This is an optimization exercise on Yosys and OpenROAD, whose aim is small area, a short achievable clock period and few clock cycles per item, not a production implementation. The flow treats the clock pin as an ideal source, which a real chip does not have.

==> flow/design.v <==
package deq_pkg;
  localparam int DEF_CAPACITY   = 16;
  localparam int DEF_DATA_WIDTH = 32;
  localparam int VALUE_W        = 32;
  localparam int COUNT_W        = 5;
  typedef enum logic [1:0] {
    ACT_PUSH_FRONT = 2'd0,
    ACT_PUSH_BACK  = 2'd1,
    ACT_POP_FRONT  = 2'd2,
    ACT_POP_BACK   = 2'd3
  } action_t;
  typedef enum logic [1:0] {
    STAT_OK    = 2'd0,
    STAT_EMPTY = 2'd1,
    STAT_FULL  = 2'd2
  } status_t;
  typedef enum logic {
    ST_IDLE = 1'b0,
    ST_RESP = 1'b1
  } state_t;
  typedef struct packed {
    action_t              action;
    logic [VALUE_W-1:0]   data_in;
  } cmd_t;
  typedef struct packed {
    logic [VALUE_W-1:0]   popped_value;
    status_t              status;
    logic [COUNT_W-1:0]   entry_count;
    logic                 is_empty;
    logic [VALUE_W-1:0]   front_value;
    logic [VALUE_W-1:0]   back_value;
  } res_t;
endpackage
module deq_ram #(
  parameter int WIDTH = 32,
  parameter int DEPTH = 16
) (
  input  logic                     clk,
  input  logic                     we,
  input  logic [$clog2(DEPTH)-1:0] waddr,
  input  logic [WIDTH-1:0]         wdata,
  input  logic [$clog2(DEPTH)-1:0] raddr,
  output logic [WIDTH-1:0]         rdata
);
  logic [WIDTH-1:0] mem [DEPTH];
  always_ff @(posedge clk) begin
    if (we) begin
      mem[waddr] <= wdata;
    end
    rdata <= mem[raddr];
  end
endmodule
module double_ended_queue #(
  parameter int CAPACITY   = deq_pkg::DEF_CAPACITY,
  parameter int DATA_WIDTH = deq_pkg::DEF_DATA_WIDTH
) (
  input  logic           clk,
  input  logic           rst,
  input  logic           start,
  output logic           busy,
  input  logic [33:0]    cmd_bits,
  output logic           done,
  output logic [103:0]   result_bits
);
  localparam int M  = CAPACITY - 2;
  localparam int W  = DATA_WIDTH;
  localparam int CW = $clog2(CAPACITY + 1);
  deq_pkg::cmd_t cmd;
  deq_pkg::res_t result;
  assign cmd         = cmd_bits;
  assign result_bits = result;
  logic          cv;
  logic [1:0]    cact;
  logic [W-1:0]  cdat;
  logic          rst_q;
  logic          wr_f;       
  logic          wr_b;       
  logic [M-1:0]  rsel;       
  logic [W-1:0]  mem [M];
  logic [M-1:0]  ih_oh;      
  logic [M-1:0]  it_oh;      
  logic [CW-1:0] count;
  logic          is_empty;   
  logic          is_one;     
  logic          is_two;     
  logic          is_full;    
  logic [W-1:0]  front_q;    
  logic [W-1:0]  back_q;     
  logic          done_q;
  logic [W-1:0]  popped_q;
  logic [1:0]    stat_q;
  logic [M-1:0]  ih_nx, it_nx;
  logic [CW-1:0] count_nx;
  logic          empty_nx, one_nx, two_nx, full_nx;
  logic [W-1:0]  front_nx, back_nx;
  logic          push_f, push_b, pop_f, pop_b;
  logic          do_pf, do_pb, do_qf, do_qb;
  logic          deep;       
  logic [W-1:0]  rd;
  logic [W-1:0]  wdata;
  logic          in_push, in_room;
  logic [M-1:0]  we;
  assign push_f = (cact == deq_pkg::ACT_PUSH_FRONT);
  assign push_b = (cact == deq_pkg::ACT_PUSH_BACK);
  assign pop_f  = (cact == deq_pkg::ACT_POP_FRONT);
  assign pop_b  = (cact == deq_pkg::ACT_POP_BACK);
  assign do_pf = cv && push_f && !is_full;
  assign do_pb = cv && push_b && !is_full;
  assign do_qf = cv && pop_f && !is_empty;
  assign do_qb = cv && pop_b && !is_empty;
  assign deep  = !is_empty && !is_one && !is_two;
  assign wdata = push_f ? front_q : back_q;
  always_comb begin
    rd = '0;
    for (int i = 0; i < M; i++) begin
      rd = rd | ({W{rsel[i]}} & mem[i]);
    end
  end
  always_ff @(posedge clk) begin
    for (int i = 0; i < M; i++) begin
      if (we[i]) begin
        mem[i] <= wdata;
      end
    end
  end
  always_comb begin
    ih_nx    = ih_oh;
    it_nx    = it_oh;
    count_nx = count;
    empty_nx = is_empty;
    one_nx   = is_one;
    two_nx   = is_two;
    full_nx  = is_full;
    front_nx = front_q;
    back_nx  = back_q;
    if (rst_q) begin
      ih_nx    = {{(M-1){1'b0}}, 1'b1};
      it_nx    = {1'b1, {(M-1){1'b0}}};
      count_nx = '0;
      empty_nx = 1'b1;
      one_nx   = 1'b0;
      two_nx   = 1'b0;
      full_nx  = 1'b0;
      front_nx = '0;
      back_nx  = '0;
    end else begin
      if (do_pf && !is_empty && !is_one) begin
        ih_nx = {ih_oh[0], ih_oh[M-1:1]};
      end else if (do_qf && deep) begin
        ih_nx = {ih_oh[M-2:0], ih_oh[M-1]};
      end
      if (do_pb && !is_empty && !is_one) begin
        it_nx = {it_oh[M-2:0], it_oh[M-1]};
      end else if (do_qb && deep) begin
        it_nx = {it_oh[0], it_oh[M-1:1]};
      end
      if (do_pf || do_pb) begin
        count_nx = count + 1'b1;
        empty_nx = 1'b0;
        one_nx   = is_empty;
        two_nx   = is_one;
        full_nx  = (count == CW'(CAPACITY - 1));
      end else if (do_qf || do_qb) begin
        count_nx = count - 1'b1;
        empty_nx = is_one;
        one_nx   = is_two;
        two_nx   = (count == CW'(3));
        full_nx  = 1'b0;
      end
      if (do_pf || (do_pb && is_empty)) begin
        front_nx = cdat;
      end else if (do_qf) begin
        front_nx = is_one ? '0 : (is_two ? back_q : rd);
      end else if (do_qb && is_one) begin
        front_nx = '0;
      end
      if (do_pb || (do_pf && is_empty)) begin
        back_nx = cdat;
      end else if (do_qb) begin
        back_nx = is_one ? '0 : (is_two ? front_q : rd);
      end else if (do_qf && is_one) begin
        back_nx = '0;
      end
    end
  end
  assign in_push = start && !rst && !cmd.action[1];
  assign in_room = !empty_nx && !one_nx && !full_nx;
  always_comb begin
    for (int i = 0; i < M; i++) begin
      we[i] = (wr_f && ih_oh[(i+1)%M]) || (wr_b && it_oh[(i+M-1)%M]);
    end
  end
  always_ff @(posedge clk) begin
    cv     <= start && !rst;
    done_q <= cv && !rst;
    rst_q  <= rst;
    cact   <= cmd.action;
    cdat   <= cmd.data_in;
    rsel   <= cmd.action[0] ? it_nx : ih_nx;
    wr_f   <= in_push && in_room && !cmd.action[0];
    wr_b   <= in_push && in_room && cmd.action[0];
  end
  always_ff @(posedge clk) begin
    ih_oh    <= ih_nx;
    it_oh    <= it_nx;
    count    <= count_nx;
    is_empty <= empty_nx;
    is_one   <= one_nx;
    is_two   <= two_nx;
    is_full  <= full_nx;
    front_q  <= front_nx;
    back_q   <= back_nx;
  end
  always_ff @(posedge clk) begin
    popped_q <= pop_f ? front_q : (pop_b ? back_q : '0);
    if (push_f || push_b) begin
      stat_q <= is_full ? deq_pkg::STAT_FULL : deq_pkg::STAT_OK;
    end else begin
      stat_q <= is_empty ? deq_pkg::STAT_EMPTY : deq_pkg::STAT_OK;
    end
  end
  always_comb begin
    busy                = 1'b0;
    done                = done_q;
    result.popped_value = popped_q;
    result.status       = deq_pkg::status_t'(stat_q);
    result.entry_count  = count;
    result.is_empty     = is_empty;
    result.front_value  = front_q;
    result.back_value   = back_q;
  end
endmodule
module deque_top (
  input  logic        clk,
  input  logic        rst,
  input  logic        start,
  output logic        busy,
  input  logic [1:0]  cmd_action,
  input  logic [31:0] cmd_data,
  output logic        done,
  output logic [31:0] res_popped,
  output logic [1:0]  res_status,
  output logic [4:0]  res_count,
  output logic        res_empty,
  output logic [31:0] res_front,
  output logic [31:0] res_back
);
  deq_pkg::cmd_t cmd;
  deq_pkg::res_t result;
  assign cmd.action  = deq_pkg::action_t'(cmd_action);
  assign cmd.data_in = cmd_data;
  double_ended_queue u_deq (
    .clk         (clk),
    .rst         (rst),
    .start       (start),
    .busy        (busy),
    .cmd_bits    (cmd),
    .done        (done),
    .result_bits (result)
  );
  assign res_popped = result.popped_value;
  assign res_status = result.status;
  assign res_count  = result.entry_count;
  assign res_empty  = result.is_empty;
  assign res_front  = result.front_value;
  assign res_back   = result.back_value;
endmodule
clock: 5.0 ns
lec_check: 0
cap_margin: 20
core_margin: 2
core_utilization: 40
setup_slack_margin: 2.95
slew_margin: 20
standard.sh (not shown) runs the stock make flow with config.mk's settings and CLKGATE_MAP_FILE= SYNTH_SCRIPT=/design/flow/synth_recipe.tcl, a recipe that flattens the netlist after the stock synthesis.
==> flow/flow/run.sh <==
#!/bin/bash
# Standard ORFS layout with two changes: ports get a plain buffer cell, and
# CTS builds larger sink clusters without dummy loads.
set -euo pipefail
export BUFFER_PORTS_ARGS="-buffer_cell sky130_fd_sc_hd__buf_2"
export CTS_ARGS="-sink_clustering_enable -repair_clock_nets -dont_use_dummy_load -buf_list {sky130_fd_sc_hd__clkbuf_8 sky130_fd_sc_hd__clkbuf_16} -sink_clustering_size 30 -sink_clustering_max_diameter 100"
bash standard.sh > standard.log 2>&1
The first run completed with no timing, DRC or antenna violations.
Rerun with:
Settings changed: SETUP_SLACK_MARGIN 2.95 to 2.8.
Result: The new run went through all stages and came out clean. Clock skew rises by 0.011 ns. Wire length falls by 2.8%. Sequential share of layout area goes up by 2.6 points. Sequential cell count is unchanged. Via count decreases by 1.8%. Critical path depth is higher by 6.
No functional check of the RTL was part of any run of this note.

-- afterwards: timing with drivers on the ports --
The flow's constraints put no driver on any port. The routed layouts listed below were extracted and timed again, unchanged, in two steps.
Step 1 (the two cells are an assumption about what drives the block):
set clk [get_ports {clk}]
set_driving_cell -lib_cell sky130_fd_sc_hd__clkbuf_16 $clk
set_driving_cell -lib_cell sky130_fd_sc_hd__buf_2 [delete_from_list [all_inputs] $clk]
Step 2 also shifts input and output timing later by t, the mid clock arrival at the registers, as if the neighbouring blocks saw the same clock.
Three values: no drivers, after step 1, after step 2; two values: the first two.
run | t, ns | slack for setup (ns) | worst setup path at the end
the first run | 0.633 | 2.883 / 2.820 / 2.632 | input to register
the second run | 0.625 | 2.809 / 2.764 / 2.635 | input to register
After both steps every run listed still meets setup and hold. For the first run, which loses most, drivers alone change the setup slack by -0.063 ns; drivers and shift together by -0.251 ns.
